This design comes from an exercise in tuning for small area, a short achievable clock period and few clock cycles per item on the open sky130 flow, not from production work. At most, simulation tests tie the RTL to the original design; equivalence was not proved. No functional check of the RTL was part of run 5. Power is estimated from default activity; no workload was simulated.

==> design.v <==
module proof_emul #(
  parameter int BMAX = 256
) (
  input  logic            clk_i,
  input  logic            arst_ni,
  input  logic            istr_i,
  input  logic [BMAX-1:0] modp_i,
  input  logic [BMAX-1:0] opa_i,
  input  logic [BMAX-1:0] opb_i,
  output logic            busy_o,
  output logic            vlid_o,
  output logic            ierr_o,
  output logic [BMAX-1:0] prod_o
);
  localparam int W  = 261;    
  localparam int WT = 263;    
  localparam int EW = 12;     
  logic [255:0] p_r, a_r;
  logic [257:0] b_r;
  logic [W-1:0] ss_r, sc_r;
  localparam int NS = 4;
  localparam int SW = 9;
  localparam int S_G4 = 0, S_G1 = 1, S_DS1 = 2, S_DS2 = 3, S_DNG = 4,
                 S_QS1 = 5, S_QS2 = 6, S_QNG = 7, S_ROT = 8;
  logic [SW-1:0] sel_n;           
  logic [SW-1:0] sel_q [NS];      
  logic [SW-1:0] sel_c [NS];      
  logic [SW-1:0] sel0;            
  logic       busy_r, vlid_r;
  logic       m_norm, m_loop, m_res, m_rot;
  logic       first_r, cor_r;
  logic [7:0] j_r;                 
  logic [7:0] ka_r;                
  logic [6:0] sh_r;                
  logic [6:0] rc_r;                
  logic [WT-1:0] xs, ys, zd, mp, s1, c1, c1s, s2, c2;
  logic [WT-1:0] pw1, pw2;
  assign pw1 = {3'b0, p_r, 4'b0};
  assign pw2 = {2'b0, p_r, 5'b0};
  logic [WT-1:0] vg4, vg1, vds1, vds2, vdng, vqs1, vqs2, vqng;
  always_comb begin
    for (int i = 0; i < WT; i++) begin
      vg4[i]  = sel_c[i*NS/WT][S_G4];
      vg1[i]  = sel_c[i*NS/WT][S_G1];
      vds1[i] = sel_c[i*NS/WT][S_DS1];
      vds2[i] = sel_c[i*NS/WT][S_DS2];
      vdng[i] = sel_c[i*NS/WT][S_DNG];
      vqs1[i] = sel_c[i*NS/WT][S_QS1];
      vqs2[i] = sel_c[i*NS/WT][S_QS2];
      vqng[i] = sel_c[i*NS/WT][S_QNG];
    end
  end
  always_comb begin
    xs = ({ss_r, 2'b00} & vg4) | ({2'b00, ss_r} & vg1);
    ys = ({sc_r, 2'b00} & vg4) | ({2'b00, sc_r} & vg1);
    xs[0] = xs[0] | vdng[0];
    ys[0] = ys[0] | vqng[0];
    zd = ({7'b0, a_r} & vds1) | ({6'b0, a_r, 1'b0} & vds2);
    zd = zd ^ vdng;
    if (sel_c[0][S_ROT]) zd[5:4] = ss_r[259:258];
    mp = (pw1 & vqs1) | (pw2 & vqs2);
    mp = mp ^ vqng;
    s1  = xs ^ ys ^ zd;
    c1  = (xs & ys) | (xs & zd) | (ys & zd);
    c1s = {c1[WT-2:0], 1'b0};
    s2  = ~(~s1 ^ c1s ^ mp);
    c2  = ~((~s1 & ~c1s) | (~s1 & ~mp) | (~c1s & ~mp));
  end
  always_ff @(posedge clk_i) begin
    ss_r <= s2[W-1:0];
    sc_r <= {c2[W-2:0], 1'b0};
  end
  logic [2:0] nwin;
  logic       nds1, nds2, ndng;
  assign nwin = b_r[255:253];
  assign nds1 = nwin[1] ^ nwin[0];
  assign nds2 = (nwin[2] & ~nwin[1] & ~nwin[0]) | (~nwin[2] & nwin[1] & nwin[0]);
  assign ndng = nwin[2] & ~(nwin[1] & nwin[0]);
  function automatic logic [12:0] ksadd(input logic [12:0] x, input logic [12:0] y);
    logic [12:0] g, p, gn, pn, p0;
    g  = x & y;
    p  = x ^ y;
    p0 = p;
    for (int d = 1; d < 13; d = d * 2) begin
      gn = g;
      pn = p;
      for (int i = d; i < 13; i++) begin
        gn[i] = g[i] | (p[i] & g[i-d]);
        pn[i] = p[i] & p[i-d];
      end
      g = gn;
      p = pn;
    end
    ksadd = p0 ^ {g[11:0], 1'b0};
  endfunction
  logic [EW-1:0] ea, eb, ed;
  logic [EW-1:0] wc_n, we_n, wd_n, wd_r;
  logic [EW-1:0] u1s, u1c, u2s, u2c;
  logic [12:0]   tx, ty;
  logic [12:0]   pe1, pe3, pe3_r, npe1_r, npe3_r;
  logic          ge3, ge1, gem1, gem3, ge3t, gem3t;
  logic          nqs1, nqs2, nqng;
  logic [2:0] w2win;
  logic       w2s1, w2s2, w2ng;
  assign w2win = b_r[253:251];
  assign w2s1  = w2win[1] ^ w2win[0];
  assign w2s2  = (w2win[2] & ~w2win[1] & ~w2win[0]) | (~w2win[2] & w2win[1] & w2win[0]);
  assign w2ng  = w2win[2] & ~(w2win[1] & w2win[0]);
  function automatic logic [EW-1:0] wda(input logic [255:0] a, input logic s1,
                                        input logic s2, input logic n, input int lo);
    logic [EW-1:0] w;
    for (int k = 0; k < EW; k++) begin
      int i;
      i = lo + k;
      w[k] = ((((i <= 255) ? a[i] : 1'b0) & s1) |
              (((i >= 1 && i <= 256) ? a[i-1] : 1'b0) & s2)) ^ n;
    end
    wda = w;
  endfunction
  assign wc_n = wda(a_r, nds1, nds2, ndng, 249);
  assign we_n = wda(a_r, w2s1, w2s2, w2ng, 251);
  assign wd_n = EW'(ksadd(13'(wc_n), 13'(we_n)));
  assign pe1 = {4'b0, p_r[255:247]};
  assign pe3 = ksadd(pe1, {pe1[11:0], 1'b0});
  always_ff @(posedge clk_i) begin
    wd_r   <= wd_n;
    pe3_r  <= pe3;
    npe1_r <= ksadd(~pe1, 13'd1);
    npe3_r <= ksadd(~pe3, 13'd1);
  end
  assign ea  = first_r ? '0 : ss_r[258:247];
  assign eb  = first_r ? '0 : sc_r[258:247];
  assign ed  = mp[260:249];
  always_comb begin
    u1s = ea ^ eb ^ ed;
    u1c = ((ea & eb) | (ea & ed) | (eb & ed)) << 1;
    u2s = u1s ^ u1c ^ wd_r;
    u2c = ((u1s & u1c) | (u1s & wd_r) | (u1c & wd_r)) << 1;
  end
  assign tx = {u2s, 1'b0};
  assign ty = {u2c, 1'b0};
  function automatic logic sgn3(input logic [12:0] x, input logic [12:0] y,
                                input logic [12:0] k);
    logic [12:0] s, c, g, p, gn, pn;
    s = x ^ y ^ k;
    c = ((x & y) | (x & k) | (y & k)) << 1;
    g = s & c;
    p = s ^ c;
    for (int d = 1; d < 13; d = d * 2) begin
      gn = g;
      pn = p;
      for (int i = d; i < 13; i++) begin
        gn[i] = g[i] | (p[i] & g[i-d]);
        pn[i] = p[i] & p[i-d];
      end
      g = gn;
      p = pn;
    end
    sgn3 = s[12] ^ c[12] ^ g[11];
  endfunction
  assign ge3  = ~sgn3(tx, ty, npe3_r);
  assign ge1  = ~sgn3(tx, ty, npe1_r);
  assign gem1 = ~sgn3(tx, ty, pe1);
  assign gem3 = ~sgn3(tx, ty, pe3_r);
  assign ge3t  = ge3 & ge1;
  assign gem3t = gem3 | gem1;
  assign nqs2 = ge3t | ~gem3t;
  assign nqs1 = (ge1 & ~ge3t) | (gem3t & ~gem1);
  assign nqng = ge1;
  always_ff @(posedge clk_i) begin
    if (istr_i) begin
      p_r <= modp_i;
      a_r <= opa_i;
    end else if (m_norm) begin
      p_r <= p_r << 2;
    end
    b_r <= istr_i ? {2'b00, opb_i} : (b_r << 2);
  end
  logic last_step, zero_now, neg_now, norm_done;
  assign last_step = (j_r == 8'd130);
  assign zero_now  = (c2[W-2:0] == '0);
  assign neg_now   = s2[W-1];
  assign norm_done = (p_r[253:252] != 2'b00) || (sh_r == 7'd126);
  assign sel0      = sel_c[0];
  always_comb begin
    sel_n = sel0;
    if (istr_i) begin
      sel_n = '0;
      sel_n[S_DS1] = (modp_i[255] | modp_i[254]) & opb_i[255];
    end else begin
      if (m_norm && norm_done) begin
        sel_n[S_DS1] = nds1;
        sel_n[S_DS2] = nds2;
        sel_n[S_DNG] = ndng;
      end
      if (m_loop) begin
        if (last_step) begin
          sel_n = '0;
          sel_n[S_G1] = 1'b1;
          sel_n[S_QS1] = ~gem1;
        end else begin
          sel_n[S_G4]  = 1'b1;
          sel_n[S_G1]  = 1'b0;
          sel_n[S_DS1] = nds1;
          sel_n[S_DS2] = nds2;
          sel_n[S_DNG] = ndng;
          sel_n[S_QS1] = nqs1 & ~first_r;
          sel_n[S_QS2] = nqs2 & ~first_r;
          sel_n[S_QNG] = nqng & ~first_r;
        end
      end
      if (m_res) begin
        if (sel0[S_QS1]) begin
          sel_n[S_QS1] = 1'b0;
        end else if (zero_now) begin
          if (neg_now && !cor_r) begin
            sel_n[S_QS1] = 1'b1;
          end else if (sh_r != 7'd0) begin
            sel_n[S_G4]  = 1'b1;
            sel_n[S_G1]  = 1'b0;
            sel_n[S_ROT] = 1'b1;
          end
        end
      end
      if (m_rot && rc_r == 7'd0) begin
        sel_n[S_G4]  = 1'b0;
        sel_n[S_G1]  = 1'b1;
        sel_n[S_ROT] = 1'b0;
      end
    end
  end
  for (genvar k = 0; k < NS; k++) begin : g_sel
    localparam logic [SW-1:0] POL = (k % 2 == 1) ? '1 : '0;
    if (k / 2 == 0) begin : g_r0
      always_ff @(posedge clk_i or negedge arst_ni) begin
        if (!arst_ni) sel_q[k] <= POL ^ (SW'(1) << S_G1);
        else          sel_q[k] <= sel_n ^ POL;
      end
    end else begin : g_r1
      always_ff @(posedge clk_i or negedge arst_ni) begin
        if (!arst_ni) sel_q[k] <= ~(POL ^ (SW'(1) << S_G1));
        else          sel_q[k] <= sel_n ^ POL;
      end
    end
    assign sel_c[k] = sel_q[k] ^ POL;
  end
  always_ff @(posedge clk_i or negedge arst_ni) begin
    if (!arst_ni) begin
      busy_r  <= 1'b0;
      vlid_r  <= 1'b0;
      m_norm  <= 1'b0;
      m_loop  <= 1'b0;
      m_res   <= 1'b0;
      m_rot   <= 1'b0;
      first_r <= 1'b0;
      cor_r   <= 1'b0;
      j_r     <= '0;
      ka_r    <= '0;
      sh_r    <= '0;
      rc_r    <= '0;
    end else if (istr_i) begin
      busy_r  <= 1'b1;
      vlid_r  <= 1'b0;
      m_norm  <= ~(modp_i[255] | modp_i[254]);
      m_loop  <= modp_i[255] | modp_i[254];
      m_res   <= 1'b0;
      m_rot   <= 1'b0;
      first_r <= 1'b1;
      cor_r   <= 1'b0;
      j_r     <= '0;
      ka_r    <= '0;
      sh_r    <= '0;
      rc_r    <= '0;
    end else begin
      vlid_r <= 1'b0;
      if (m_norm) begin
        sh_r <= sh_r + 7'd1;
        ka_r <= ka_r + 8'd1;
        if (norm_done) begin
          m_norm <= 1'b0;
          m_loop <= 1'b1;
        end
      end
      if (m_loop) begin
        first_r <= 1'b0;
        j_r     <= j_r + 8'd1;
        ka_r    <= ka_r + 8'd1;
        if (last_step) begin
          m_loop <= 1'b0;
          m_res  <= 1'b1;
          cor_r  <= ~gem1;
        end
      end
      if (m_res) begin
        if (!sel0[S_QS1] && zero_now) begin
          if (neg_now && !cor_r) begin
            cor_r <= 1'b1;
          end else begin
            m_res <= 1'b0;
            if (sh_r == 7'd0) begin
              busy_r <= 1'b0;
              vlid_r <= 1'b1;
            end else begin
              m_rot <= 1'b1;
              rc_r  <= 7'd127 - sh_r;
            end
          end
        end
      end
      if (m_rot) begin
        rc_r <= rc_r - 7'd1;
        if (rc_r == 7'd0) begin
          m_rot  <= 1'b0;
          busy_r <= 1'b0;
          vlid_r <= 1'b1;
        end
      end
    end
  end
  assign busy_o = busy_r;
  assign vlid_o = vlid_r;
  assign prod_o = ss_r[259:4];
  logic       pev_r, aovf_r, bovf_r, adec_r, age_r, bdec_r, bge_r;
  logic [1:0] pp, ap, bp;
  logic       cmp_on;
  assign pp = p_r[8'd255 - {j_r[6:0], 1'b0} -: 2];
  assign ap = ka_r[7] ? 2'b00 : a_r[8'd255 - {ka_r[6:0], 1'b0} -: 2];
  assign bp = b_r[255:254];
  assign cmp_on = m_loop & ~j_r[7];
  always_ff @(posedge clk_i) begin
    if (istr_i) begin
      pev_r  <= ~modp_i[0];
      aovf_r <= 1'b0;
      bovf_r <= 1'b0;
      adec_r <= 1'b0;
      age_r  <= 1'b1;
      bdec_r <= 1'b0;
      bge_r  <= 1'b1;
    end else begin
      if (m_norm) begin
        aovf_r <= aovf_r | (ap != 2'b00);
        bovf_r <= bovf_r | (b_r[257:256] != 2'b00);
      end
      if (m_loop && first_r) bovf_r <= bovf_r | (b_r[257:256] != 2'b00);
      if (cmp_on) begin
        if (!adec_r && (ap != pp)) begin
          adec_r <= 1'b1;
          age_r  <= (ap > pp);
        end
        if (!bdec_r && (bp != pp)) begin
          bdec_r <= 1'b1;
          bge_r  <= (bp > pp);
        end
      end
    end
  end
  logic ierr_r, vlid_n;
  assign vlid_n = ~istr_i & ((m_res & ~sel0[S_QS1] & zero_now & ~(neg_now & ~cor_r) &
                             (sh_r == 7'd0)) | (m_rot & (rc_r == 7'd0)));
  always_ff @(posedge clk_i) begin
    ierr_r <= vlid_n & (pev_r | aovf_r | bovf_r | age_r | bge_r);
  end
  assign ierr_o = ierr_r;
endmodule
==> flow/run.sh <==
#!/bin/bash
# The standard ORFS layout (standard.sh), with two changes to how it is made:
#  - the port buffers are sky130_fd_sc_hd__buf_2 cells (buffer_ports' -buffer_cell);
#  - the flow's own repair_timing steps (after CTS and after global routing) are
#    asked for a larger setup slack margin, so that they size and buffer the
#    design for a shorter period than the constraint's. The SDC is unchanged.
# The full make output goes to make_finish.log; ORFS keeps each step's log under orfs/logs.
set -euo pipefail
export BUFFER_PORTS_ARGS="-buffer_cell sky130_fd_sc_hd__buf_2"
export SETUP_SLACK_MARGIN=12.5
bash standard.sh finish > make_finish.log 2>&1
==> standard.sh <==
#!/bin/bash
# synth_recipe.tcl (not shown) runs the flow's synth.tcl, then flattens the netlist and writes it again
# the make line also repeats each setting of config.mk as NAME=value (left out here)
make -C /OpenROAD-flow-scripts/flow DESIGN_CONFIG=/design/flow/config.mk WORK_HOME=/design/flow/orfs CLKGATE_MAP_FILE= SYNTH_SCRIPT=/design/flow/synth_recipe.tcl "${@:-finish}"
==> config.mk <==
export PLATFORM = sky130hd
export DESIGN_NAME = proof_emul
export DESIGN_NICKNAME = proof_emul
export VERILOG_FILES = /design/flow/design.v
export SDC_FILE = /design/flow/constraint.sdc
export NUM_CORES = 4
export LEC_CHECK = 0
export CAP_MARGIN = 20
export CORE_MARGIN = 2
export CORE_UTILIZATION = 60
export SLEW_MARGIN = 20
==> constraint.sdc <==
create_clock -name core_clock -period 17.5 [get_ports {clk_i}]
set_input_delay 3.5000 -clock core_clock [delete_from_list [all_inputs] [get_ports {clk_i}]]
set_output_delay 3.5000 -clock core_clock [all_outputs]
set_load 0.01 [all_outputs]
==> impl_metrics.xml, run 1 <==
<?xml version="1.0" encoding="UTF-8"?>
<metrics>
  <group name="run_status">
    <metric name="run_status" unit="">timing/DRC/antenna clean</metric>
  </group>
  <group name="sta">
    <metric name="slew_headroom" unit="">0.237</metric>
    <metric name="period_needed" unit="ns">5.02</metric>
    <metric name="timing.clock.skew" unit="ns">0.0226</metric>
    <metric name="setup-violations-final" unit="">0</metric>
    <metric name="post-route-period-util" unit="">0.287</metric>
    <metric name="grt_setup_unrepaired" unit="">true</metric>
    <metric name="max_slew.worst_pin.slew" unit="ns">1.13</metric>
    <metric name="slew_viol_final" unit="">0</metric>
    <metric name="report.final.hold_viol_count" unit="">0</metric>
    <metric name="worst_slack" unit="ns">12.48</metric>
    <metric name="highest_attainable_clock_frequency" unit="MHz">199</metric>
    <metric name="final.setup.tns" unit="ns">0</metric>
  </group>
  <group name="global_routing">
    <metric name="total_grt_usage" unit="">0.402</metric>
    <metric name="gr-total-overflow" unit="">0</metric>
    <metric name="grt_first_pass_wirelength" unit="um">379000</metric>
    <metric name="number_of_global_route_vias_before_repair" unit="">54900</metric>
    <metric name="grt_max_degree" unit="">99</metric>
    <metric name="antenna_found_initial" unit="">62</metric>
  </group>
  <group name="layout">
    <metric name="fin_area" unit="mm2">0.0884</metric>
    <metric name="num-nets-final" unit="">8398</metric>
    <metric name="layout.cells.most_common_list" unit="">buf_2, dfxtp_1, inv_1</metric>
    <metric name="fillCellCount" unit="">9688</metric>
    <metric name="ff_latch_area" unit="mm2">0.0339</metric>
    <metric name="multiInputGateArea" unit="mm2">0.0377</metric>
    <metric name="layout_commonest_cell" unit="">buf_2</metric>
    <metric name="area_delta_synth_final" unit="%">15.0</metric>
    <metric name="drive_above_1_share" unit="">0.290</metric>
    <metric name="final_util" unit="">0.694</metric>
  </group>
  <group name="drt">
    <metric name="drtIter0Drc" unit="">6802</metric>
    <metric name="dr_vias_cell" unit="">6.32</metric>
    <metric name="detailedRoute.firstPassIterationCount" unit="">7</metric>
    <metric name="drt_drc_violations_left" unit="">0</metric>
    <metric name="wl_per_cell" unit="um">30.5</metric>
    <metric name="via_count" unit="">55500</metric>
    <metric name="antenna_violating_nets_post_route" unit="">0</metric>
    <metric name="wirelength" unit="um">268000</metric>
  </group>
  <group name="power_and_ir_drop">
    <metric name="power_report.internal_total" unit="uW">9000</metric>
    <metric name="power_frac_comb" unit="">0.433</metric>
    <metric name="power.share.switching" unit="">0.395</metric>
    <metric name="net-switching-power" unit="uW">5870</metric>
    <metric name="power_density" unit="mW/mm2">168</metric>
    <metric name="power.share.sequential" unit="">0.338</metric>
    <metric name="share_clk_of_total_power" unit="">0.228</metric>
    <metric name="p_leak" unit="uW">0.0367</metric>
    <metric name="power.ir.vdd_worst" unit="V">0.000115</metric>
  </group>
  <group name="clocking">
    <metric name="cts_made_buffers" unit="">152</metric>
    <metric name="cts_max_path_buffers" unit="">3</metric>
    <metric name="cts_num_sinks" unit="">1415</metric>
    <metric name="clock_insertion_delay_worst_skew" unit="ns">0.79</metric>
    <metric name="cts_tree" unit="">yes</metric>
    <metric name="worst_setup_hold_path_clk_slew" unit="ns">0.06</metric>
    <metric name="cts.hold.buffers_added" unit="">0</metric>
    <metric name="htreeDepth" unit="">4</metric>
    <metric name="clockRootBuffer" unit="">clkbuf_16</metric>
  </group>
  <group name="floorplan">
    <metric name="start_util" unit="">0.604</metric>
    <metric name="ioPinCount" unit="">1030</metric>
    <metric name="die_area" unit="mm2">0.131</metric>
    <metric name="die_width" unit="um">362</metric>
    <metric name="rows" unit="">131</metric>
    <metric name="core_area" unit="mm2">0.127</metric>
    <metric name="die_height" unit="um">362</metric>
  </group>
  <group name="place">
    <metric name="placed_area" unit="mm2">0.0812</metric>
    <metric name="gp_congestion" unit="">0.948</metric>
    <metric name="detailedPlacementHpwl" unit="um">200000</metric>
    <metric name="place_worst_setup_slack" unit="ns">10.07</metric>
    <metric name="port_buffers" unit="">1029</metric>
  </group>
  <group name="setup_path">
    <metric name="regToRegEndpoint" unit="">sel_q[1][1]</metric>
    <metric name="critical_path.max_stage_delay" unit="ns">0.93</metric>
    <metric name="timing.reg2reg.worst_path_depth" unit="">9</metric>
    <metric name="crit_fanout" unit="">45</metric>
    <metric name="r2r_slack" unit="ns">12.48</metric>
    <metric name="critical_path_capture_point_type" unit="">flip-flop</metric>
    <metric name="timing.critical_path.cells" unit="">buf_4 &gt; ha_1 &gt; or4b_2 &gt; nor4b_1 &gt; inv_1 &gt; nor2_1 &gt; a21o_1 &gt; a21oi_1 &gt; or2_2</metric>
    <metric name="crit_arrival" unit="ns">5.67</metric>
    <metric name="timing_worst_setup_path_type" unit="">reg -&gt; reg</metric>
    <metric name="path_delay_family" unit="">simple AND/OR/NAND/NOR gates</metric>
    <metric name="worst_setup_path_start_kind" unit="">flip-flop</metric>
    <metric name="critical_path_buf_inv_count" unit="">2</metric>
    <metric name="crit_required" unit="ns">18.16</metric>
    <metric name="worstReg2RegStart" unit="">j_r[1]</metric>
    <metric name="critical-path-slowest-cell" unit="">nor4b_1</metric>
  </group>
  <group name="synthesis">
    <metric name="syn_inst" unit="">6324</metric>
    <metric name="yosysSeqAreaShare" unit="">0.440</metric>
    <metric name="syn-mean-instance-area" unit="um2">12.2</metric>
    <metric name="mappedNetlistNets" unit="">7754</metric>
    <metric name="synth_cell_type_count" unit="">72</metric>
    <metric name="synth_edf_count" unit="">513</metric>
    <metric name="synth_seq_cells" unit="">1415</metric>
    <metric name="async_flop_share" unit="">0.0502</metric>
    <metric name="ys.warnings.count" unit="">3</metric>
    <metric name="synth_area" unit="mm2">0.0769</metric>
    <metric name="dominant_register_cell_in_the_synthesized_netlist" unit="">dfxtp_1</metric>
  </group>
  <group name="worst_hold_path">
    <metric name="hp-class" unit="">reg -&gt; reg</metric>
    <metric name="whs_path_depth" unit="">1</metric>
    <metric name="worstHoldStart" unit="">b_r[128]</metric>
    <metric name="min_to" unit="">b_r[130]</metric>
  </group>
  <group name="flow_run">
    <metric name="maxCapViolations" unit="">0</metric>
  </group>
</metrics>
Yosys cell counts (137+ instances only):
cell        n  area share
edfxtp_1  513        0.20
mux4_2    137       0.040
clkbuf_1  310       0.015
nand2_1   192      0.0094
fa_1      578        0.15
xnor2_1   564       0.064
buf_4     260       0.025
a22o_1    278       0.032
dfxtp_1   831        0.22
mux2_2    380       0.056
a22oi_1   286       0.028
o22ai_1   491       0.040
inv_1     610       0.030
o21ai_0   164       0.011
power by group through the flow:
stage	clock (uW)	combinational (uW)	sequential [uW]
6_report	3400	6440	5030
5_1_grt	3550	7020	5080
2_1_floorplan	0	4330	4710
3_5_place_dp	0	5950	5060
4_1_cts	3410	6210	5000
3_3_place_gp	0	5800	5070
per-layer routing:
metal / up-vias / GRT usage / part of all wire
met5: - / 0 / 0.00094
met1: 27900 / 0.519 / 0.37
met2: 3439 / 0.625 / 0.46
met4: 42 / 0.206 / 0.060
li1: 23500 / - / -
met3: 643 / 0.111 / 0.11
timing repair:
action                                  in CTS  in global routing
gates resized for setup                    153                 55
gates cloned                                 7                  4
pin swaps                                    6                 15
setup buffers                               29                 26
endpoints found under the setup margin     681                 16
cell families after synthesis:
kind of cell | synth area share
xor+xnor | 0.0680
fa+ha+maj | 0.164
compound gates | 0.120
buf+inv | 0.0765
flops | 0.440
mux | 0.100
simple gates | 0.0311
stage by stage:
| step | power (uW) | instances | hold WS [ns] |
|---|---|---|---|
| final | 14900 | 8786 | 0.444 |
| after global routing | 15700 | 8769 | 0.462 |
| after CTS | 14600 | 8732 | 0.443 |
| after detailed placement | 11000 | 8410 | 0.441 |
| after global placement | 10900 | 8410 | 0.435 |
| after floorplan | 9030 | 6324 | 0.434 |
sequential cells by signal (all words and copies together) (netlist names), 7 cells and up:
register	count
wd_r	12
a_r	256
pe3_r	9
j_r	8
sh_r	7
ss_r	261
sel_q	25
rc_r	7
sc_r	260
npe1_r	12
sel_c	8
p_r	256
b_r	258
npe3_r	12
ka_r	8
worst max-delay path by stage:
stage,from,end,slack [ns],cells after the start
floorplan,istr_i,p_r[0],11.44,3
global placement,istr_i,p_r[238],10.17,6
CTS,p_r[254],sel_q[3][5],12.50,17
detailed placement,istr_i,p_r[238],10.07,6
finish,j_r[1],sel_q[1][1],12.48,9
global route,sel_q[3][6],sel_q[3][5],12.34,17
cell type report:
type	count	share of cell area
multi-input combinational	3624	0.426
sequential	1415	0.384
timing repair buffer	1161	0.0801
clock buffer	214	0.0501
inverter	614	0.0262
tap	1662	0.0235
clock inverter	72	0.00925
antenna	24	0.000679
Testbench counts, summed over its fixed seeds: cycles 26,287, items 192.
==> inputs of run 2 (changes only) <==
--- a/config.mk
+++ b/config.mk
@@ -8,4 +8,4 @@
 export CAP_MARGIN = 20
 export CORE_MARGIN = 2
-export CORE_UTILIZATION = 60
+export CORE_UTILIZATION = 75
 export SLEW_MARGIN = 20
==> run 2 against run 1 <==
Compared with the run above: combinational power is 4.2% higher; sequential cell count unchanged; first-iteration DRC count up 42%; largest cell class unchanged.
==> impl_metrics.xml, run 2 <==
<?xml version="1.0" encoding="UTF-8"?>
<metrics>
  <group name="place">
    <metric name="gp_congestion" unit="">1.01</metric>
    <metric name="placed_area" unit="mm2">0.0808</metric>
    <metric name="dp_cells" unit="">8109</metric>
    <metric name="port_buffers" unit="">1029</metric>
    <metric name="detailedPlacementHpwl" unit="um">196000</metric>
  </group>
  <group name="floorplan">
    <metric name="start_util" unit="">0.756</metric>
    <metric name="rows" unit="">117</metric>
    <metric name="ioPinCount" unit="">1030</metric>
    <metric name="die_width" unit="um">324</metric>
    <metric name="core_area" unit="mm2">0.102</metric>
    <metric name="die_height" unit="um">324</metric>
    <metric name="die_area" unit="mm2">0.105</metric>
  </group>
  <group name="worst_hold_path">
    <metric name="worstHoldStart" unit="">b_r[151]</metric>
    <metric name="hp-class" unit="">reg -&gt; reg</metric>
  </group>
  <group name="sta">
    <metric name="post-route-period-util" unit="">0.295</metric>
    <metric name="period_needed" unit="ns">5.16</metric>
    <metric name="report.final.hold_viol_count" unit="">0</metric>
    <metric name="max_slew.worst_pin.slew" unit="ns">1.04</metric>
    <metric name="highest_attainable_clock_frequency" unit="MHz">194</metric>
    <metric name="slew_headroom" unit="">0.308</metric>
    <metric name="timing.clock.skew" unit="ns">0.0244</metric>
    <metric name="final.setup.tns" unit="ns">0</metric>
    <metric name="setup-violations-final" unit="">0</metric>
    <metric name="grt_setup_unrepaired" unit="">false</metric>
    <metric name="slew_viol_final" unit="">0</metric>
  </group>
  <group name="synthesis">
    <metric name="synth_cell_type_count" unit="">72</metric>
    <metric name="yosysSeqAreaShare" unit="">0.440</metric>
    <metric name="synthTopCellsByArea" unit="">dfxtp_1, edfxtp_1, fa_1</metric>
    <metric name="mappedNetlistNets" unit="">7754</metric>
    <metric name="synth_edf_count" unit="">513</metric>
    <metric name="synth.top_cell.area_share" unit="">0.216</metric>
    <metric name="dominant_register_cell_in_the_synthesized_netlist" unit="">dfxtp_1</metric>
    <metric name="synth_area" unit="mm2">0.0769</metric>
    <metric name="synth_top_cell_by_area" unit="">dfxtp_1</metric>
    <metric name="syn-mean-instance-area" unit="um2">12.2</metric>
    <metric name="ys_top_cells_by_count" unit="">dfxtp_1, inv_1, fa_1, xnor2_1, edfxtp_1</metric>
    <metric name="async_flop_share" unit="">0.0502</metric>
    <metric name="syn_inst" unit="">6324</metric>
    <metric name="most_frequent_cell_after_synthesis" unit="">dfxtp_1</metric>
    <metric name="synth_seq_cells" unit="">1415</metric>
    <metric name="ys.warnings.count" unit="">3</metric>
  </group>
  <group name="power_and_ir_drop">
    <metric name="share_clk_of_total_power" unit="">0.220</metric>
    <metric name="power_frac_comb" unit="">0.444</metric>
    <metric name="power.share.switching" unit="">0.410</metric>
    <metric name="power_density" unit="mW/mm2">172</metric>
    <metric name="power.ir.vdd_worst" unit="V">0.000139</metric>
    <metric name="power.share.sequential" unit="">0.336</metric>
    <metric name="p_leak" unit="uW">0.0365</metric>
    <metric name="power_report.internal_total" unit="uW">8910</metric>
    <metric name="net-switching-power" unit="uW">6190</metric>
  </group>
  <group name="global_routing">
    <metric name="total_grt_usage" unit="">0.510</metric>
    <metric name="antenna_found_initial" unit="">60</metric>
    <metric name="gr-total-overflow" unit="">0</metric>
    <metric name="number_of_global_route_vias_before_repair" unit="">58600</metric>
    <metric name="grt_max_degree" unit="">159</metric>
    <metric name="grt_first_pass_wirelength" unit="um">384000</metric>
  </group>
  <group name="setup_path">
    <metric name="critical_path_buf_inv_count" unit="">3</metric>
    <metric name="critical-path-slowest-cell" unit="">dfstp_2</metric>
    <metric name="setup.worst_path.start" unit="">sel_q[3][1]</metric>
    <metric name="crit_arrival" unit="ns">5.85</metric>
    <metric name="critical_path_capture_point_type" unit="">flip-flop</metric>
    <metric name="critical_path.max_stage_delay" unit="ns">0.65</metric>
    <metric name="worst_setup_path_start_kind" unit="">flip-flop</metric>
    <metric name="worstReg2RegStart" unit="">sel_q[3][1]</metric>
    <metric name="timing.critical_path.cells" unit="">buf_12 &gt; buf_12 &gt; o22ai_1 &gt; fa_1 &gt; fa_1 &gt; nor4_1 &gt; nand4_1 &gt; nor4_1 &gt; nand2_1 &gt; a2111oi_4 &gt; buf_4 &gt; and2_1 &gt; a211oi_1 &gt; a311oi_1</metric>
    <metric name="crit_required" unit="ns">18.19</metric>
    <metric name="timing_worst_setup_path_type" unit="">reg -&gt; reg</metric>
    <metric name="crit_fanout" unit="">41</metric>
    <metric name="path_delay_family" unit="">simple AND/OR/NAND/NOR gates</metric>
  </group>
  <group name="clocking">
    <metric name="clock_insertion_delay_worst_skew" unit="ns">0.80</metric>
    <metric name="cts.hold.buffers_added" unit="">0</metric>
    <metric name="cts_max_path_buffers" unit="">3</metric>
    <metric name="cts_num_sinks" unit="">1415</metric>
    <metric name="cts_tree" unit="">yes</metric>
    <metric name="htreeDepth" unit="">4</metric>
    <metric name="clockRootBuffer" unit="">clkbuf_16</metric>
    <metric name="cts_made_buffers" unit="">148</metric>
    <metric name="worst_setup_hold_path_clk_slew" unit="ns">0.06</metric>
  </group>
  <group name="run_status">
    <metric name="run_status" unit="">timing/DRC/antenna clean</metric>
  </group>
  <group name="layout">
    <metric name="layout_commonest_cell" unit="">buf_2</metric>
    <metric name="area_delta_synth_final" unit="%">14.3</metric>
    <metric name="largest-register" unit="">ss_r</metric>
    <metric name="fin_area" unit="mm2">0.0879</metric>
    <metric name="layout.cells.most_common_list" unit="">buf_2, dfxtp_1, inv_1</metric>
    <metric name="largest_reg_flops" unit="">261</metric>
    <metric name="num-nets-final" unit="">8387</metric>
    <metric name="drive_above_1_share" unit="">0.286</metric>
    <metric name="largestRegisters" unit="">ss_r x261, sc_r x260, b_r x258</metric>
    <metric name="final_cell_count_no_fill" unit="">8503</metric>
  </group>
  <group name="drt">
    <metric name="drt_drc_violations_left" unit="">0</metric>
    <metric name="via_count" unit="">59600</metric>
    <metric name="wirelength" unit="um">278000</metric>
    <metric name="antenna_violating_nets_post_route" unit="">0</metric>
    <metric name="drtIter0Drc" unit="">9625</metric>
    <metric name="dr_vias_cell" unit="">7.01</metric>
    <metric name="wl_per_cell" unit="um">32.7</metric>
    <metric name="detailedRoute.firstPassIterationCount" unit="">9</metric>
  </group>
  <group name="flow_run">
    <metric name="maxCapViolations" unit="">0</metric>
  </group>
</metrics>
## run 2: cell counts after synthesis
Identical to the previous run, type by type.
## run 2: final timing paths
kind / end / slack [ns] / cells after the start
max reg2reg: rc_r[6] / 12.34 / 14
min reg2reg: b_r[153] / 0.45 / 1
max: rc_r[6] / 12.34 / 14
min: b_r[153] / 0.45 / 1
max in group asynchronous: sel_q[3][4] / 13.75 / 2
min in group asynchronous: sel_q[3][5] / 2.96 / 2
## run 2: through the flow
stage,utilization,hold WS (ns),setup slack (ns),power (uW)
3_3_place_gp,0.794,0.435,10.69,10800
2_1_floorplan,-,0.434,11.44,9030
6_report,0.864,0.448,12.34,15100
4_1_cts,0.853,0.452,12.44,14500
3_5_place_dp,0.794,0.442,10.62,11100
5_1_grt,0.864,0.460,12.38,15600
## run 2: cells by family after synthesis
family | after synthesis | share of synthesized area
compound gates | 1329 | 0.120
xor+xnor | 591 | 0.0680
fa+ha+maj | 659 | 0.164
buf+inv | 1286 | 0.0765
flops | 1415 | 0.440
mux | 552 | 0.100
simple gates | 492 | 0.0311
## run 2: repair_timing
action	CTS	global route
buffers inserted	19	32
hold endpoints to repair	0	0
pin swaps	2	12
endpoints found under the setup margin	603	361
gates resized for setup	127	88
cloned	5	10
## run 2: power by group through the flow
| stage | registers [uW] | logic [uW] | clock network [uW] |
|---|---|---|---|
| final | 5070 | 6710 | 3310 |
| after CTS | 5000 | 6240 | 3290 |
| after global routing | 5090 | 7120 | 3430 |
| after global placement | 5030 | 5760 | 0 |
| after detailed placement | 5060 | 6000 | 0 |
| after floorplan | 4710 | 4330 | 0 |
## run 2: per-layer routing
layer | up-vias | track usage | wire length, um
met5 | - | 0.0134 | 215
met4 | 18 | 0.430 | 29900
met3 | 1546 | 0.193 | 44400
met2 | 5767 | 0.746 | 119000
met1 | 28800 | 0.596 | 84600
li1 | 23500 | - | -
## run 2: area by class of cell
class | instances | area, um2
Clock inverter | 70 | 885
Antenna cell | 52 | 130
Timing Repair inverter | 2 | 15.0
Fill cell | 5059 | 13800
Tap cell | 1368 | 1710
Clock buffer | 206 | 4190
Sequential cell | 1415 | 33900
Timing Repair Buffer | 1153 | 7060
Multi-Input combinational cell | 3623 | 37600
Inverter | 614 | 2330
==> inputs of run 3 (changes only) <==
--- a/config.mk
+++ b/config.mk
@@ -8,4 +8,4 @@
 export CAP_MARGIN = 20
 export CORE_MARGIN = 2
-export CORE_UTILIZATION = 75
+export CORE_UTILIZATION = 40
 export SLEW_MARGIN = 20
==> run 3 against run 2 <==
Compared with the run above: largest power group unchanged; still clean; non-clock buffer count grew 18; sequential power is essentially flat; first-iteration DRC count shrank 41%; combinational power shrank 3%; sequential share of layout area shrank 1.0 points; synthesized area is the same; power grew 1.3%; largest cell class unchanged.
==> impl_metrics.xml, run 3 <==
<?xml version="1.0" encoding="UTF-8"?>
<metrics>
  <group name="setup_path">
    <metric name="regToRegEndpoint" unit="">rc_r[4]</metric>
    <metric name="worstReg2RegStart" unit="">sel_c[2][1]</metric>
    <metric name="r2r_slack" unit="ns">12.60</metric>
    <metric name="critical_path_buf_inv_count" unit="">1</metric>
    <metric name="critical-path-slowest-cell" unit="">dfxtp_1</metric>
    <metric name="critical_path.max_stage_delay" unit="ns">0.46</metric>
    <metric name="timing_worst_setup_path_type" unit="">reg -&gt; out</metric>
    <metric name="crit_required" unit="ns">14.00</metric>
    <metric name="crit_fanout" unit="">3</metric>
    <metric name="crit_arrival" unit="ns">1.48</metric>
    <metric name="critical_path_capture_point_type" unit="">output pin</metric>
    <metric name="path_delay_family" unit="">flip-flops</metric>
    <metric name="timing.reg2reg.worst_path_depth" unit="">13</metric>
    <metric name="timing.critical_path.cells" unit="">buf_4</metric>
    <metric name="worst_setup_path_start_kind" unit="">flip-flop</metric>
  </group>
  <group name="worst_hold_path">
    <metric name="hp-class" unit="">reg -&gt; reg</metric>
    <metric name="whs_path_depth" unit="">1</metric>
    <metric name="worstHoldStart" unit="">b_r[176]</metric>
    <metric name="min_to" unit="">b_r[178]</metric>
  </group>
  <group name="layout">
    <metric name="layout.cells.most_common_list" unit="">buf_2, dfxtp_1, inv_1</metric>
    <metric name="num-nets-final" unit="">8422</metric>
    <metric name="drive_above_1_share" unit="">0.295</metric>
    <metric name="layout_commonest_cell" unit="">buf_2</metric>
    <metric name="area_delta_synth_final" unit="%">17.5</metric>
    <metric name="largest_reg_flops" unit="">261</metric>
    <metric name="largestRegisters" unit="">ss_r x261, sc_r x260, b_r x258</metric>
    <metric name="fin_area" unit="mm2">0.0903</metric>
    <metric name="largest-register" unit="">ss_r</metric>
    <metric name="fillCellCount" unit="">17300</metric>
  </group>
  <group name="floorplan">
    <metric name="core_area" unit="mm2">0.191</metric>
    <metric name="die_height" unit="um">442</metric>
    <metric name="rows" unit="">160</metric>
    <metric name="die_area" unit="mm2">0.196</metric>
    <metric name="die_width" unit="um">442</metric>
    <metric name="start_util" unit="">0.403</metric>
    <metric name="ioPinCount" unit="">1030</metric>
  </group>
  <group name="clocking">
    <metric name="cts_num_sinks" unit="">1415</metric>
    <metric name="worst_setup_hold_path_clk_slew" unit="ns">0.06</metric>
    <metric name="cts_made_buffers" unit="">165</metric>
    <metric name="clockRootBuffer" unit="">clkbuf_16</metric>
    <metric name="clock_insertion_delay_worst_skew" unit="ns">0.83</metric>
    <metric name="cts_tree" unit="">yes</metric>
    <metric name="htreeDepth" unit="">4</metric>
    <metric name="cts_max_path_buffers" unit="">3</metric>
  </group>
  <group name="place">
    <metric name="placed_area" unit="mm2">0.0822</metric>
    <metric name="port_buffers" unit="">1029</metric>
    <metric name="detailedPlacementHpwl" unit="um">225000</metric>
    <metric name="gp_congestion" unit="">0.943</metric>
  </group>
  <group name="global_routing">
    <metric name="grt_first_pass_wirelength" unit="um">409000</metric>
    <metric name="number_of_global_route_vias_before_repair" unit="">56700</metric>
    <metric name="gr-total-overflow" unit="">0</metric>
    <metric name="grt_max_degree" unit="">130</metric>
    <metric name="antenna_found_initial" unit="">90</metric>
    <metric name="total_grt_usage" unit="">0.291</metric>
  </group>
  <group name="synthesis">
    <metric name="synth_cell_type_count" unit="">72</metric>
    <metric name="ys_top_cells_by_count" unit="">dfxtp_1, inv_1, fa_1, xnor2_1, edfxtp_1</metric>
    <metric name="async_flop_share" unit="">0.0502</metric>
    <metric name="dominant_register_cell_in_the_synthesized_netlist" unit="">dfxtp_1</metric>
    <metric name="synth.top_cell.area_share" unit="">0.216</metric>
    <metric name="syn-mean-instance-area" unit="um2">12.2</metric>
    <metric name="synth_area" unit="mm2">0.0769</metric>
    <metric name="synth_top_cell_by_area" unit="">dfxtp_1</metric>
    <metric name="synth_seq_cells" unit="">1415</metric>
    <metric name="yosysSeqAreaShare" unit="">0.440</metric>
    <metric name="synthTopCellsByArea" unit="">dfxtp_1, edfxtp_1, fa_1</metric>
    <metric name="synth_edf_count" unit="">513</metric>
    <metric name="mappedNetlistNets" unit="">7754</metric>
    <metric name="ys.warnings.count" unit="">3</metric>
    <metric name="most_frequent_cell_after_synthesis" unit="">dfxtp_1</metric>
    <metric name="syn_inst" unit="">6324</metric>
  </group>
  <group name="sta">
    <metric name="post-route-period-util" unit="">0.284</metric>
    <metric name="setup-violations-final" unit="">0</metric>
    <metric name="max_slew.worst_pin.slew" unit="ns">1.19</metric>
    <metric name="report.final.hold_viol_count" unit="">0</metric>
    <metric name="final.setup.tns" unit="ns">0</metric>
    <metric name="period_needed" unit="ns">4.98</metric>
    <metric name="slew_viol_final" unit="">0</metric>
    <metric name="slew_headroom" unit="">0.207</metric>
    <metric name="grt_setup_unrepaired" unit="">true</metric>
    <metric name="timing.clock.skew" unit="ns">0.0387</metric>
    <metric name="highest_attainable_clock_frequency" unit="MHz">201</metric>
  </group>
  <group name="drt">
    <metric name="antenna_violating_nets_post_route" unit="">0</metric>
    <metric name="detailedRoute.firstPassIterationCount" unit="">6</metric>
    <metric name="drt_drc_violations_left" unit="">0</metric>
    <metric name="wirelength" unit="um">296000</metric>
    <metric name="wl_per_cell" unit="um">30.6</metric>
    <metric name="dr_vias_cell" unit="">5.71</metric>
    <metric name="via_count" unit="">55200</metric>
    <metric name="drtIter0Drc" unit="">5635</metric>
  </group>
  <group name="power_and_ir_drop">
    <metric name="power.ir.vdd_worst" unit="V">0.0000929</metric>
    <metric name="power_density" unit="mW/mm2">169</metric>
    <metric name="p_leak" unit="uW">0.0370</metric>
  </group>
  <group name="run_status">
    <metric name="run_status" unit="">timing/DRC/antenna clean</metric>
  </group>
  <group name="flow_run">
    <metric name="maxCapViolations" unit="">0</metric>
  </group>
</metrics>
run 3: cell counts after synthesis:
Identical to the previous run, type by type.
run 3: final cells by class:
| type | instances | area, um2 | share of cell area |
|---|---|---|---|
| multi-input combinational | 3624 | 37700 | 0.417 |
| sequential | 1415 | 34000 | 0.376 |
| timing repair buffer | 1171 | 7340 | 0.0813 |
| clock buffer | 230 | 4720 | 0.0523 |
| tap | 2511 | 3140 | 0.0348 |
| inverter | 614 | 2320 | 0.0257 |
| clock inverter | 78 | 1070 | 0.0118 |
| antenna | 38 | 95.1 | 0.00105 |
| timing repair inverter | 1 | 7.51 | 0.0000831 |
run 3: metrics by stage:
step	setup slack [ns]	power [uW]	util	hold slack [ns]	instances
2_1_floorplan	11.44	9030	-	0.434	6324
3_3_place_gp	9.90	11100	0.431	0.435	9259
3_5_place_dp	9.76	11300	0.432	0.440	9259
4_1_cts	12.50	15200	0.469	0.453	9604
5_1_grt	12.44	16100	0.474	0.459	9671
6_report	12.52	15300	0.474	0.448	9682
run 3: metal layers:
metal  up-vias  GRT usage  routed length (um)
li1      23500          -                   -
met1     28000      0.341              107000
met2      2992      0.488              144000
met3       680     0.0684               25800
met4        48      0.167               19100
met5         -          0                 304
run 3: timing repair:
item,CTS,global route
pin swaps,5,13
endpoints found under the setup margin,652,271
gates resized for setup,178,74
hold buffers,0,0
cloned,4,13
buffers inserted,33,27
run 3: worst max-delay path by stage:
stage | slack (ns) | depth (start not counted) | start | end
2_1_floorplan | 11.44 | 3 | istr_i | p_r[0]
4_1_cts | 12.50 | 14 | sel_c[2][2] | rc_r[4]
6_report | 12.52 | 1 | ss_r[21] | prod_o[17]
3_5_place_dp | 9.76 | 6 | istr_i | p_r[99]
5_1_grt | 12.44 | 15 | sel_q[1][3] | rc_r[4]
3_3_place_gp | 9.90 | 6 | istr_i | p_r[84]
run 3: cell families (layout without fill, tap and decap cells):
family                     after synthesis  after routing  share of synthesized area
AOI/OAI and AO/OA                     1329           1329                      0.120
xor gates and xnor gates               591            591                     0.0680
adders and majority gates              659            659                      0.164
buffers and inverters                 1286           2094                     0.0765
DFF                                   1415           1415                      0.440
muxes                                  552            552                      0.100
other                                    0             38                          0
and+or+nand+nor                        492            493                     0.0311
run 3: where the power goes:
group	total, uW	internal (uW)	switching, uW
sequential	5080	4340	737
clock	3700	2180	1520
combinational	6520	2690	3830
total	15300	9210	6080
==> inputs of run 4 (changes only) <==
--- a/flow/run.sh
+++ b/flow/run.sh
@@ -8,4 +8,4 @@
 set -euo pipefail
 export BUFFER_PORTS_ARGS="-buffer_cell sky130_fd_sc_hd__buf_2"
-export SETUP_SLACK_MARGIN=12.5
+export SETUP_SLACK_MARGIN=12.2
 bash standard.sh finish > make_finish.log 2>&1
==> run 4 against run 3 <==
Compared with the run above: sequential power about the same; cell area decreased by 1.3%; non-clock buffer count decreased by 47; largest cell class unchanged; routed wire length fell by 2.8%; synthesized area is the same; global-route usage down 0.29 points; setup slack worse by 0.22 ns; sequential share of layout area rose by 0.47 points; clock power about the same.
==> impl_metrics.xml, run 4 <==
<?xml version="1.0" encoding="UTF-8"?>
<metrics>
  <group name="setup_path">
    <metric name="worstReg2RegStart" unit="">sel_q[1][2]</metric>
    <metric name="crit_arrival" unit="ns">5.63</metric>
    <metric name="crit_required" unit="ns">17.93</metric>
    <metric name="critical_path_capture_point_type" unit="">flip-flop</metric>
    <metric name="timing.critical_path.mode_cell" unit="">buf_8</metric>
    <metric name="timing.critical_path.cells" unit="">buf_8 &gt; or2_4 &gt; buf_6 &gt; buf_8</metric>
    <metric name="path_delay_family" unit="">buffers and inverters</metric>
    <metric name="critical_path.max_stage_delay" unit="ns">0.58</metric>
    <metric name="timing.reg2reg.worst_path_depth" unit="">14</metric>
    <metric name="crit_fanout" unit="">68</metric>
    <metric name="worst_setup_path_start_kind" unit="">input port</metric>
    <metric name="r2r_slack" unit="ns">12.35</metric>
    <metric name="regToRegEndpoint" unit="">rc_r[4]</metric>
    <metric name="critical-path-slowest-cell" unit="">or2_4</metric>
    <metric name="critical_path_buf_inv_count" unit="">3</metric>
    <metric name="timing_worst_setup_path_type" unit="">in -&gt; reg</metric>
    <metric name="setup.worst_path.start" unit="">istr_i</metric>
  </group>
  <group name="drt">
    <metric name="wirelength" unit="um">288000</metric>
    <metric name="drtIter0Drc" unit="">5502</metric>
    <metric name="dr_vias_cell" unit="">5.68</metric>
    <metric name="drt_drc_violations_left" unit="">0</metric>
    <metric name="via_count" unit="">54700</metric>
    <metric name="antenna_violating_nets_post_route" unit="">0</metric>
    <metric name="detailedRoute.firstPassIterationCount" unit="">6</metric>
    <metric name="wl_per_cell" unit="um">29.9</metric>
  </group>
  <group name="synthesis">
    <metric name="synth.mux.area_fraction" unit="">0.100</metric>
    <metric name="synth-compound-area-share" unit="">0.120</metric>
    <metric name="async_flop_share" unit="">0.0502</metric>
    <metric name="synthTopCellsByArea" unit="">dfxtp_1, edfxtp_1, fa_1</metric>
    <metric name="syn-mean-instance-area" unit="um2">12.2</metric>
    <metric name="yosysSeqAreaShare" unit="">0.440</metric>
    <metric name="ys.warnings.count" unit="">3</metric>
    <metric name="ys_top_cells_by_count" unit="">dfxtp_1, inv_1, fa_1, xnor2_1, edfxtp_1</metric>
    <metric name="synth_cell_type_count" unit="">72</metric>
    <metric name="synth_top_family_by_area" unit="">adder cells</metric>
    <metric name="syn_inst" unit="">6324</metric>
    <metric name="synth_seq_cells" unit="">1415</metric>
    <metric name="post_synth_xor_area_fraction" unit="">0.0680</metric>
    <metric name="synth_simple_gate_area_share" unit="">0.0311</metric>
    <metric name="synthAdderAreaFrac" unit="">0.164</metric>
    <metric name="most_frequent_cell_after_synthesis" unit="">dfxtp_1</metric>
    <metric name="synth_top_cell_by_area" unit="">dfxtp_1</metric>
    <metric name="mappedNetlistNets" unit="">7754</metric>
    <metric name="synth.top_cell.area_share" unit="">0.216</metric>
    <metric name="synth_edf_count" unit="">513</metric>
    <metric name="synth_area" unit="mm2">0.0769</metric>
    <metric name="dominant_register_cell_in_the_synthesized_netlist" unit="">dfxtp_1</metric>
  </group>
  <group name="flow_run">
    <metric name="maxCapViolations" unit="">0</metric>
  </group>
  <group name="power_and_ir_drop">
    <metric name="net-switching-power" unit="uW">5980</metric>
    <metric name="power_frac_comb" unit="">0.418</metric>
    <metric name="p_leak" unit="uW">0.0365</metric>
    <metric name="power.ir.vdd_worst" unit="V">0.0000936</metric>
    <metric name="share_clk_of_total_power" unit="">0.245</metric>
    <metric name="power_report.internal_total" unit="uW">9090</metric>
    <metric name="power.share.switching" unit="">0.397</metric>
    <metric name="power.share.sequential" unit="">0.337</metric>
    <metric name="power_density" unit="mW/mm2">169</metric>
  </group>
  <group name="global_routing">
    <metric name="grt_first_pass_wirelength" unit="um">406000</metric>
    <metric name="total_grt_usage" unit="">0.288</metric>
    <metric name="grt_max_degree" unit="">130</metric>
    <metric name="number_of_global_route_vias_before_repair" unit="">56400</metric>
    <metric name="antenna_found_initial" unit="">88</metric>
    <metric name="gr-total-overflow" unit="">0</metric>
  </group>
  <group name="clocking">
    <metric name="cts_num_sinks" unit="">1415</metric>
    <metric name="clockRootBuffer" unit="">clkbuf_16</metric>
    <metric name="cts_tree" unit="">yes</metric>
    <metric name="cts_max_path_buffers" unit="">3</metric>
    <metric name="htreeDepth" unit="">4</metric>
    <metric name="worst_setup_hold_path_clk_slew" unit="ns">0.06</metric>
    <metric name="clock_insertion_delay_worst_skew" unit="ns">0.83</metric>
    <metric name="cts_made_buffers" unit="">165</metric>
    <metric name="cts.hold.buffers_added" unit="">0</metric>
  </group>
  <group name="worst_hold_path">
    <metric name="whs_path_depth" unit="">1</metric>
    <metric name="hp-class" unit="">reg -&gt; reg</metric>
    <metric name="worstHoldStart" unit="">b_r[199]</metric>
    <metric name="min_to" unit="">b_r[201]</metric>
  </group>
  <group name="floorplan">
    <metric name="rows" unit="">160</metric>
    <metric name="die_height" unit="um">442</metric>
    <metric name="die_area" unit="mm2">0.196</metric>
    <metric name="die_width" unit="um">442</metric>
    <metric name="core_area" unit="mm2">0.191</metric>
    <metric name="ioPinCount" unit="">1030</metric>
    <metric name="start_util" unit="">0.403</metric>
  </group>
  <group name="layout">
    <metric name="largest_reg_flops" unit="">261</metric>
    <metric name="final_cell_count_no_fill" unit="">9630</metric>
    <metric name="largest-register" unit="">ss_r</metric>
    <metric name="area_delta_synth_final" unit="%">15.9</metric>
    <metric name="layout.cells.most_common_list" unit="">buf_2, dfxtp_1, inv_1</metric>
    <metric name="largestRegisters" unit="">ss_r x261, sc_r x260, b_r x258</metric>
    <metric name="layout_commonest_cell" unit="">buf_2</metric>
    <metric name="drive_above_1_share" unit="">0.282</metric>
    <metric name="num-nets-final" unit="">8374</metric>
  </group>
  <group name="place">
    <metric name="gp_congestion" unit="">0.943</metric>
    <metric name="place_worst_setup_slack" unit="ns">9.76</metric>
    <metric name="port_buffers" unit="">1029</metric>
    <metric name="dp_cells" unit="">9259</metric>
    <metric name="detailedPlacementHpwl" unit="um">225000</metric>
  </group>
  <group name="sta">
    <metric name="timing.clock.skew" unit="ns">0.0443</metric>
    <metric name="worst_slack" unit="ns">12.30</metric>
    <metric name="slew_viol_final" unit="">0</metric>
    <metric name="highest_attainable_clock_frequency" unit="MHz">192</metric>
    <metric name="setup-violations-final" unit="">0</metric>
    <metric name="hold_ws" unit="ns">0.446</metric>
    <metric name="post-route-period-util" unit="">0.297</metric>
    <metric name="slew_headroom" unit="">0.209</metric>
    <metric name="period_needed" unit="ns">5.20</metric>
    <metric name="grt_setup_unrepaired" unit="">true</metric>
    <metric name="final.setup.tns" unit="ns">0</metric>
    <metric name="max_slew.worst_pin.slew" unit="ns">1.19</metric>
    <metric name="report.final.hold_viol_count" unit="">0</metric>
  </group>
  <group name="run_status">
    <metric name="run_status" unit="">timing/DRC/antenna clean</metric>
  </group>
</metrics>
run 4: final cells by class:
cell class | instances | area (um2)
diodes | 34 | 85.1
repair inverters | 1 | 7.51
inverters | 614 | 2310
flip-flops and latches | 1415 | 33900
clock buffers | 230 | 4720
fillers | 17400 | 101000
clock inverters | 78 | 1070
multi-input cells | 3623 | 37400
repair buffers | 1124 | 6430
well taps | 2511 | 3140
run 4: worst max path at each step:
stage | slack, ns | cells past startpoint | end
CTS | 12.16 | 5 | p_r[225]
floorplan | 11.44 | 3 | p_r[0]
detailed placement | 9.76 | 6 | p_r[99]
global route | 12.16 | 15 | sel_q[3][5]
finish | 12.30 | 4 | p_r[187]
global placement | 9.90 | 6 | p_r[84]
run 4: power by group through the flow:
stage | combinational, uW | sequential [uW] | clock (uW)
after CTS | 6290 | 5050 | 3750
after floorplan | 4330 | 4710 | 0
after global placement | 5990 | 5110 | 0
final | 6300 | 5070 | 3690
after detailed placement | 6140 | 5110 | 0
after global routing | 6890 | 5130 | 3880
run 4: logic make-up (layout without fill, tap and decap cells):
kind of cell | after synthesis | count (layout)
other | 0 | 34
AO/OA/AOI/OAI | 1329 | 1329
buffers and inverters | 1286 | 2047
XOR/XNOR | 591 | 591
flip-flops | 1415 | 1415
adder cells (fa/ha/maj) | 659 | 659
multiplexers | 552 | 552
AND/OR/NAND/NOR | 492 | 492
run 4: per-stage QoR:
step	cell area, um2	power (uW)	utilization
after global placement	82200	11100	0.431
after CTS	88700	15100	0.465
after detailed placement	82200	11300	0.432
after global routing	89100	15900	0.468
final	89100	15100	0.468
after floorplan	76900	9030	-
run 4: what timing repair did:
| item | CTS | global route |
|---|---|---|
| pin swaps | 3 | 4 |
| endpoints found under the hold margin | 0 | 0 |
| buffers inserted | 15 | 12 |
| resized for setup | 86 | 49 |
| endpoints found under the setup margin | 545 | 346 |
| gates cloned | 1 | 1 |
run 4: routing by layer:
metal	vias to the layer above	global-route usage	part of all wire	routed length (um)
li1	23400	-	-	-
met1	27700	0.336	0.36	104000
met2	2900	0.486	0.49	141000
met3	650	0.0685	0.085	24600
met4	44	0.160	0.062	17900
met5	-	0	0.0010	290
==> inputs of run 5 (changes only) <==
--- a/design.v
+++ b/design.v
@@ -19,5 +19,5 @@
   logic [257:0] b_r;
   logic [W-1:0] ss_r, sc_r;
-  localparam int NS = 4;
+  localparam int NS = 2;
   localparam int SW = 9;
   localparam int S_G4 = 0, S_G1 = 1, S_DS1 = 2, S_DS2 = 3, S_DNG = 4,
--- a/flow/run.sh
+++ b/flow/run.sh
@@ -8,4 +8,4 @@
 set -euo pipefail
 export BUFFER_PORTS_ARGS="-buffer_cell sky130_fd_sc_hd__buf_2"
-export SETUP_SLACK_MARGIN=12.2
+export SETUP_SLACK_MARGIN=12.5
 bash standard.sh finish > make_finish.log 2>&1
==> run 5 against run 4 <==
Compared with the run above: still clean on timing, DRC and antenna; power decreased by 0.99%; global-route usage rose by 2.4 points; first-iteration DRC count rose by 11%; non-clock buffer count increased by 62; fmax up 3.1%; register-to-register slack improved by 0.22 ns; core utilization up 0.70 points; sequential power barely moved; highest routed layer unchanged.
==> impl_metrics.xml, run 5 <==
<?xml version="1.0" encoding="UTF-8"?>
<metrics>
  <group name="run_status">
    <metric name="run_status" unit="">timing/DRC/antenna clean</metric>
  </group>
  <group name="setup_path">
    <metric name="r2r_slack" unit="ns">12.57</metric>
    <metric name="critical_path.max_stage_delay" unit="ns">0.77</metric>
    <metric name="timing.critical_path.cells" unit="">buf_12 &gt; or2_4 &gt; buf_4</metric>
    <metric name="timing_worst_setup_path_type" unit="">in -&gt; reg</metric>
    <metric name="path_delay_family" unit="">buffers and inverters</metric>
    <metric name="worst_setup_path_start_kind" unit="">input port</metric>
    <metric name="critical_path_capture_point_type" unit="">flip-flop</metric>
    <metric name="crit_required" unit="ns">17.93</metric>
    <metric name="critical-path-slowest-cell" unit="">buf_4</metric>
    <metric name="critical_path_buf_inv_count" unit="">2</metric>
    <metric name="crit_arrival" unit="ns">5.48</metric>
    <metric name="crit_fanout" unit="">86</metric>
  </group>
  <group name="synthesis">
    <metric name="synthTopCellsByArea" unit="">dfxtp_1, edfxtp_1, fa_1</metric>
    <metric name="ys_top_cells_by_count" unit="">dfxtp_1, inv_1, fa_1, xnor2_1, edfxtp_1</metric>
    <metric name="mappedNetlistNets" unit="">7734</metric>
    <metric name="syn-mean-instance-area" unit="um2">12.1</metric>
    <metric name="ys.warnings.count" unit="">3</metric>
    <metric name="synth_top_cell_by_area" unit="">dfxtp_1</metric>
    <metric name="synth_edf_count" unit="">513</metric>
    <metric name="synth_area" unit="mm2">0.0765</metric>
    <metric name="synth_cell_type_count" unit="">69</metric>
    <metric name="syn_inst" unit="">6304</metric>
    <metric name="async_flop_share" unit="">0.0393</metric>
    <metric name="most_frequent_cell_after_synthesis" unit="">dfxtp_1</metric>
    <metric name="yosysSeqAreaShare" unit="">0.437</metric>
    <metric name="synth.top_cell.area_share" unit="">0.217</metric>
    <metric name="dominant_register_cell_in_the_synthesized_netlist" unit="">dfxtp_1</metric>
    <metric name="synth_seq_cells" unit="">1399</metric>
  </group>
  <group name="clocking">
    <metric name="htreeDepth" unit="">4</metric>
    <metric name="cts_num_sinks" unit="">1399</metric>
    <metric name="clockRootBuffer" unit="">clkbuf_16</metric>
    <metric name="cts_made_buffers" unit="">163</metric>
    <metric name="clock_insertion_delay_worst_skew" unit="ns">0.84</metric>
    <metric name="worst_setup_hold_path_clk_slew" unit="ns">0.06</metric>
    <metric name="cts.hold.buffers_added" unit="">0</metric>
    <metric name="cts_tree" unit="">yes</metric>
    <metric name="cts_max_path_buffers" unit="">3</metric>
  </group>
  <group name="floorplan">
    <metric name="core_area" unit="mm2">0.190</metric>
    <metric name="start_util" unit="">0.402</metric>
    <metric name="die_height" unit="um">441</metric>
    <metric name="rows" unit="">160</metric>
    <metric name="ioPinCount" unit="">1030</metric>
    <metric name="die_width" unit="um">441</metric>
    <metric name="die_area" unit="mm2">0.195</metric>
  </group>
  <group name="layout">
    <metric name="num-nets-final" unit="">8411</metric>
    <metric name="drive_above_1_share" unit="">0.301</metric>
    <metric name="largestRegisters" unit="">ss_r x261, sc_r x260, b_r x258</metric>
    <metric name="area_delta_synth_final" unit="%">17.9</metric>
    <metric name="layout_commonest_cell" unit="">buf_2</metric>
    <metric name="largest-register" unit="">ss_r</metric>
    <metric name="fillCellCount" unit="">17500</metric>
    <metric name="layout.cells.most_common_list" unit="">buf_2, dfxtp_1, inv_1</metric>
    <metric name="largest_reg_flops" unit="">261</metric>
    <metric name="final_util" unit="">0.475</metric>
  </group>
  <group name="global_routing">
    <metric name="gr-total-overflow" unit="">0</metric>
    <metric name="total_grt_usage" unit="">0.312</metric>
    <metric name="grt_max_degree" unit="">98</metric>
    <metric name="number_of_global_route_vias_before_repair" unit="">56800</metric>
    <metric name="grt_first_pass_wirelength" unit="um">428000</metric>
    <metric name="antenna_found_initial" unit="">84</metric>
  </group>
  <group name="sta">
    <metric name="timing.clock.skew" unit="ns">0.0445</metric>
    <metric name="final.setup.tns" unit="ns">0</metric>
    <metric name="slew_viol_final" unit="">0</metric>
    <metric name="highest_attainable_clock_frequency" unit="MHz">198</metric>
    <metric name="period_needed" unit="ns">5.04</metric>
    <metric name="slew_headroom" unit="">0.234</metric>
    <metric name="post-route-period-util" unit="">0.288</metric>
    <metric name="setup-violations-final" unit="">0</metric>
    <metric name="grt_setup_unrepaired" unit="">true</metric>
    <metric name="max_slew.worst_pin.slew" unit="ns">1.13</metric>
    <metric name="report.final.hold_viol_count" unit="">0</metric>
  </group>
  <group name="drt">
    <metric name="dr_vias_cell" unit="">5.82</metric>
    <metric name="detailedRoute.firstPassIterationCount" unit="">6</metric>
    <metric name="wirelength" unit="um">313000</metric>
    <metric name="drtIter0Drc" unit="">6086</metric>
    <metric name="antenna_violating_nets_post_route" unit="">0</metric>
    <metric name="via_count" unit="">56300</metric>
    <metric name="wl_per_cell" unit="um">32.4</metric>
    <metric name="drt_drc_violations_left" unit="">0</metric>
  </group>
  <group name="worst_hold_path">
    <metric name="hp-class" unit="">reg -&gt; reg</metric>
  </group>
  <group name="power_and_ir_drop">
    <metric name="net-switching-power" unit="uW">6020</metric>
    <metric name="power_report.internal_total" unit="uW">8900</metric>
    <metric name="p_leak" unit="uW">0.0368</metric>
    <metric name="power.share.switching" unit="">0.403</metric>
    <metric name="post-layout-total-power" unit="uW">14900</metric>
    <metric name="power_frac_comb" unit="">0.423</metric>
    <metric name="power.share.sequential" unit="">0.338</metric>
    <metric name="share_clk_of_total_power" unit="">0.239</metric>
    <metric name="power_density" unit="mW/mm2">165</metric>
    <metric name="power.ir.vdd_worst" unit="V">0.0000951</metric>
  </group>
  <group name="place">
    <metric name="detailedPlacementHpwl" unit="um">235000</metric>
    <metric name="port_buffers" unit="">1029</metric>
    <metric name="gp_congestion" unit="">0.990</metric>
  </group>
  <group name="flow_run">
    <metric name="maxCapViolations" unit="">0</metric>
  </group>
</metrics>
run 5: cell count changes in the layout (fill, tap and decap cells not counted), sizes merged, moves of 10 or more:
cell   previous run  this run
nor4             69        80
buf            1123      1171
nand2           193       181
inv             618       599
nor2b            18        28
mux2i            35        19
run 5: area by class of cell:
cell class	instances	area (um2)	area share
Clock buffer	231	4770	0.0529
Inverter	595	2250	0.0249
Timing Repair Buffer	1186	7690	0.0852
Clock inverter	76	828	0.00918
Tap cell	2511	3140	0.0348
Sequential cell	1399	33600	0.372
Multi-Input combinational cell	3636	37900	0.420
Antenna cell	39	97.6	0.00108
run 5: worst paths after layout:
check	depth (start not counted)	to	startpoint
max	3	p_r[255]	istr_i
min	1	b_r[3]	b_r[1]
max reg2reg	14	rc_r[2]	sel_q[0][6]
min reg2reg	1	b_r[3]	b_r[1]
max in group asynchronous	2	sel_q[0][4]	arst_ni
min in group asynchronous	2	sel_q[0][7]	arst_ni
run 5: cells by family (layout without fill, tap and decap cells):
kind of cell	after synthesis	count (layout)	synth area share
DFF	1399	1399	0.437
AOI/OAI and AO/OA	1324	1324	0.120
buffers and inverters	1271	2088	0.0757
adders and majority gates	659	659	0.164
xor gates and xnor gates	592	592	0.0679
muxes	546	546	0.101
and+or+nand+nor	513	515	0.0337
other	0	39	0
run 5: repair_timing:
action | in CTS | in global routing
gates resized for setup | 221 | 69
setup endpoints to repair | 625 | 190
pin swaps | 8 | 15
gates cloned | 16 | 5
buffers inserted | 44 | 37
run 5: per-layer routing:
metal  routed length [um]  global-route usage  share of wire
met1               117000               0.389           0.37
met2               142000               0.489           0.45
met3                32300              0.0845           0.10
met4                22100               0.178          0.071
met5                  665             0.00660         0.0021
run 5: power by group through the flow:
stage	Sequential, uW	Clock [uW]	Combinational [uW]
2_1_floorplan	4600	0	4080
3_3_place_gp	5080	0	5640
3_5_place_dp	5090	0	5790
4_1_cts	5010	3620	6090
5_1_grt	5070	3740	6840
6_report	5040	3570	6310
run 5: metrics by stage:
| stage | cells | cell area, um2 | worst slack (ns) | hold WS, ns |
|---|---|---|---|---|
| 6_report | 9673 | 90300 | 12.46 | 0.446 |
| 2_1_floorplan | 6304 | 76600 | 11.30 | 0.432 |
| 3_5_place_dp | 9225 | 81900 | 10.24 | 0.441 |
| 3_3_place_gp | 9225 | 81900 | 10.34 | 0.435 |
| 5_1_grt | 9659 | 90200 | 12.45 | 0.465 |
| 4_1_cts | 9592 | 89400 | 12.45 | 0.435 |

[afterwards: timing with drivers on the ports]
Ports are ideal in the flow. The routed layouts listed here were re-timed in OpenROAD. Step 1 assumes that a clkbuf_16 drives the clock port and a buf_2 every other input. Step 2 adds t to the input delays and takes it off the output delays; t is the mean of the earliest and latest rising clock arrival at the registers after step 1. Input paths then give back, and output paths get back, about the clock's delay inside the block. Three values: ideal, step 1, step 2; two values: the first two.
run | t, ns | slack for setup (ns) | worst setup path at the end | pins driven straight from the clock port
run 1 | 0.871 | 12.484 / 12.423 / 11.662 | input to register | 1
run 2 | 0.875 | 12.338 / 12.338 / 11.617 | input to register | 1
run 3 | 0.905 | 12.524 / 12.427 / 11.693 | input to register | 1
run 4 | 0.903 | 12.303 / 12.293 / 11.441 | input to register | 1
run 5 | 0.909 | 12.458 / 12.423 / 11.576 | input to register | 1
After both steps setup and hold are still met in every run listed. For run 5, which loses most, drivers alone change the setup slack by -0.035 ns; drivers and shift together by -0.882 ns.
